This is an optimization exercise on Yosys and OpenROAD, whose aim is small area, not a production implementation.
The RTL was checked by simulation tests, not by an equivalence proof against the original design.
No activity file was given, so power comes from the tool's default toggle rates.

## red
==> flow/design.v <==
`default_nettype none
module mips_regfile_wr_decode #(
   parameter int WIDTH  = 32,
   parameter int ADDR_W = 5
) (
   input  logic                   clk,
   input  logic                   rst_n,
   input  logic                   wr_en,
   input  logic [ADDR_W-1:0]      wr_addr,
   input  logic [WIDTH-1:0]       wr_data,
   input  logic [ADDR_W-1:0]      rd_addr1,
   input  logic [ADDR_W-1:0]      rd_addr2,
   output logic [WIDTH-1:0]       rd_data1,
   output logic [WIDTH-1:0]       rd_data2,
   input  logic                   claim_en,
   input  logic [ADDR_W-1:0]      claim_addr,
   output logic                   pend1,
   output logic                   pend2,
   output logic [(1<<ADDR_W)-1:0] wr_onehot
);
   localparam int DEPTH = 1 << ADDR_W;
   logic [WIDTH-1:0]  r_regs [1:DEPTH-1];
   logic [DEPTH-1:1]  r_valid;
   logic [DEPTH-1:1]  r_pend;
   logic [ADDR_W-1:0] r_wa;         
   logic [DEPTH-1:1]  w_dec;
   logic [DEPTH-1:1]  w_claim;
   logic [DEPTH-1:1]  s1, s2;       
   logic [DEPTH-1:1]  h1, h2;       
   always_comb begin
      for (int i = 1; i < DEPTH; i++) begin
         w_dec[i]   = wr_en    && (wr_addr    == ADDR_W'(i));
         w_claim[i] = claim_en && (claim_addr == ADDR_W'(i));
         h1[i]      = (rd_addr1 == ADDR_W'(i));
         h2[i]      = (rd_addr2 == ADDR_W'(i));
      end
      s1 = h1 & r_valid;
      s2 = h2 & r_valid;
   end
   logic [DEPTH-1:1] w_hold;
   assign w_hold = ~w_dec;
   for (genvar i = 1; i < DEPTH; i++) begin : g_reg
      logic [WIDTH-1:0] d;
      for (genvar b = 0; b < WIDTH; b++) begin : g_bit
         mips_regfile_ao22 u_nx (
            .a1(r_regs[i][b]), .a2(w_hold[i]),
            .b1(wr_data[b]),   .b2(w_dec[i]),
            .y(d[b]));
      end
      always_ff @(posedge clk)
         r_regs[i] <= d;
   end
   always_ff @(posedge clk or negedge rst_n) begin
      if (!rst_n) begin
         r_valid <= '0;
         r_pend  <= '0;
         r_wa    <= '0;
      end else begin
         r_valid <= r_valid | w_dec;
         r_pend  <= (r_pend & ~w_dec) | w_claim;
         r_wa    <= (wr_en && wr_addr != '0) ? wr_addr : '0;
      end
   end
   always_comb begin
      for (int i = 0; i < DEPTH; i++)
         wr_onehot[i] = (i != 0) && (r_wa == ADDR_W'(i));
   end
   for (genvar b = 0; b < WIDTH; b++) begin : g_rd
      logic [10:0] n1, n2;
      for (genvar g = 0; g < 10; g++) begin : g_grp
         mips_regfile_aoi222 u1 (
            .a0(s1[3*g+1]), .b0(r_regs[3*g+1][b]),
            .a1(s1[3*g+2]), .b1(r_regs[3*g+2][b]),
            .a2(s1[3*g+3]), .b2(r_regs[3*g+3][b]),
            .y(n1[g]));
         mips_regfile_aoi222 u2 (
            .a0(s2[3*g+1]), .b0(r_regs[3*g+1][b]),
            .a1(s2[3*g+2]), .b1(r_regs[3*g+2][b]),
            .a2(s2[3*g+3]), .b2(r_regs[3*g+3][b]),
            .y(n2[g]));
      end
      assign n1[10] = ~(s1[31] & r_regs[31][b]);
      assign n2[10] = ~(s2[31] & r_regs[31][b]);
      assign rd_data1[b] = ~&n1;
      assign rd_data2[b] = ~&n2;
   end
   assign pend1 = |(h1 & r_pend);
   assign pend2 = |(h2 & r_pend);
endmodule
module mips_regfile_ao22 (
   input  logic a1, a2, b1, b2,
   output logic y
);
   assign y = (a1 & a2) | (b1 & b2);
endmodule
module mips_regfile_aoi222 (
   input  logic a0, b0, a1, b1, a2, b2,
   output logic y
);
   assign y = ~((a0 & b0) | (a1 & b1) | (a2 & b2));
endmodule
`default_nettype wire
==> flow/config.mk <==
export PLATFORM = sky130hd
export DESIGN_NAME = mips_regfile_wr_decode
export DESIGN_NICKNAME = mips_regfile_wr_decode
export VERILOG_FILES = /design/flow/design.v
export SDC_FILE = /design/flow/constraint.sdc
export NUM_CORES = 4
export LEC_CHECK = 0
export CAP_MARGIN = 20
export CORE_MARGIN = 2
export CORE_UTILIZATION = 60
export SLEW_MARGIN = 20
export SYNTH_HIERARCHICAL = 1
==> flow/constraint.sdc <==
create_clock -name core_clock -period 8.0 [get_ports {clk}]
set_input_delay 1.6000 -clock core_clock [delete_from_list [all_inputs] [get_ports {clk}]]
set_output_delay 1.6000 -clock core_clock [all_outputs]
set_load 0.01 [all_outputs]
standard.sh (not shown) runs the stock make flow with config.mk's settings and CLKGATE_MAP_FILE= SYNTH_SCRIPT=/design/flow/synth_recipe.tcl, a recipe that flattens the netlist after the stock synthesis.
==> flow/flow/run.sh <==
#!/bin/bash
# Own layout flow: the standard flow (standard.sh, unchanged synthesis,
# floorplan, power grid, placement, routing), with two settings changed:
#  * the port buffers are the smallest buffer cell (buf_1);
#  * clock tree synthesis uses clkbuf_4/clkbuf_8 with larger sink clusters
#    and no dummy loads.
# Each tool's full output goes to the ORFS logs under orfs/logs; the make
# output of each step goes to a log file in this folder.
set -euo pipefail
export BUFFER_PORTS_ARGS="-buffer_cell sky130_fd_sc_hd__buf_1"
export CTS_ARGS="-sink_clustering_enable -repair_clock_nets -dont_use_dummy_load -buf_list {sky130_fd_sc_hd__clkbuf_4 sky130_fd_sc_hd__clkbuf_8} -sink_clustering_size 18 -sink_clustering_max_diameter 60"
bash standard.sh finish > flow_make.log 2>&1
Inputs modified between red and blue:
--- a/flow/design.v
+++ b/flow/design.v
@@ -38,16 +38,8 @@
       s2 = h2 & r_valid;
    end
-   logic [DEPTH-1:1] w_hold;
-   assign w_hold = ~w_dec;
    for (genvar i = 1; i < DEPTH; i++) begin : g_reg
-      logic [WIDTH-1:0] d;
-      for (genvar b = 0; b < WIDTH; b++) begin : g_bit
-         mips_regfile_ao22 u_nx (
-            .a1(r_regs[i][b]), .a2(w_hold[i]),
-            .b1(wr_data[b]),   .b2(w_dec[i]),
-            .y(d[b]));
-      end
       always_ff @(posedge clk)
-         r_regs[i] <= d;
+         if (w_dec[i])
+            r_regs[i] <= wr_data;
    end
    always_ff @(posedge clk or negedge rst_n) begin
@@ -88,10 +80,4 @@
    assign pend2 = |(h2 & r_pend);
 endmodule
-module mips_regfile_ao22 (
-   input  logic a1, a2, b1, b2,
-   output logic y
-);
-   assign y = (a1 & a2) | (b1 & b2);
-endmodule
 module mips_regfile_aoi222 (
    input  logic a0, b0, a1, b1, a2, b2,
==> results.txt <==
Between red and blue, diode insertion count for antenna repair decreased. Wire: blue routes less than red. Looking at number of synthesized flops with an enable pin, blue sits 992 higher than red does. Multi-input gate share of the layout cell area for blue: 19 points down relative to red. Relative to red, the number of cells on the critical path of blue is higher by 1. The wire length of the first global-routing pass in blue was lower than what red gave. Clock group share of total power in blue vs red: up 4.4 points. Diff red -> blue | clock insertion delay at the later pin of the skew report | increase of 0.05 ns. Diff red -> blue | count of clock-buffer cells in the layout | up slightly. Comparing the two runs side by side, blue comes out ahead of red on final period demand of the worst path.

## afterwards: timing with drivers on the ports
The results above use ideal ports. As a check the final layouts listed here were re-extracted and re-timed, cells and wires unchanged.
Step 1: set_driving_cell puts a clkbuf_16 on clk and a buf_2 on each other input, an assumption about the parent block.
Step 2 adds t to the input delays and takes it off the output delays; t is the mean of the earliest and latest rising clock arrival at the registers after step 1. Input paths then give back, and output paths get back, about the clock's delay inside the block.
Slacks: ideal ports / drivers / drivers and shift; pairs: ideal ports / drivers.
run | t (ns) | setup WS [ns] | clock arrival spread, ns | worst slew at a driven data input, ns | pins driven straight from the clock port
red | 0.755 | 1.137 / 1.109 / 1.109 | 0.088 / 0.088 | 0.04 | 1
blue | 0.764 | 1.470 / 1.441 / 1.441 | 0.061 / 0.061 | 0.14 | 1
After both steps every run listed still meets setup and hold. The setup slack of blue, which loses most, moves by -0.029 ns with the drivers and by -0.029 ns with both steps.
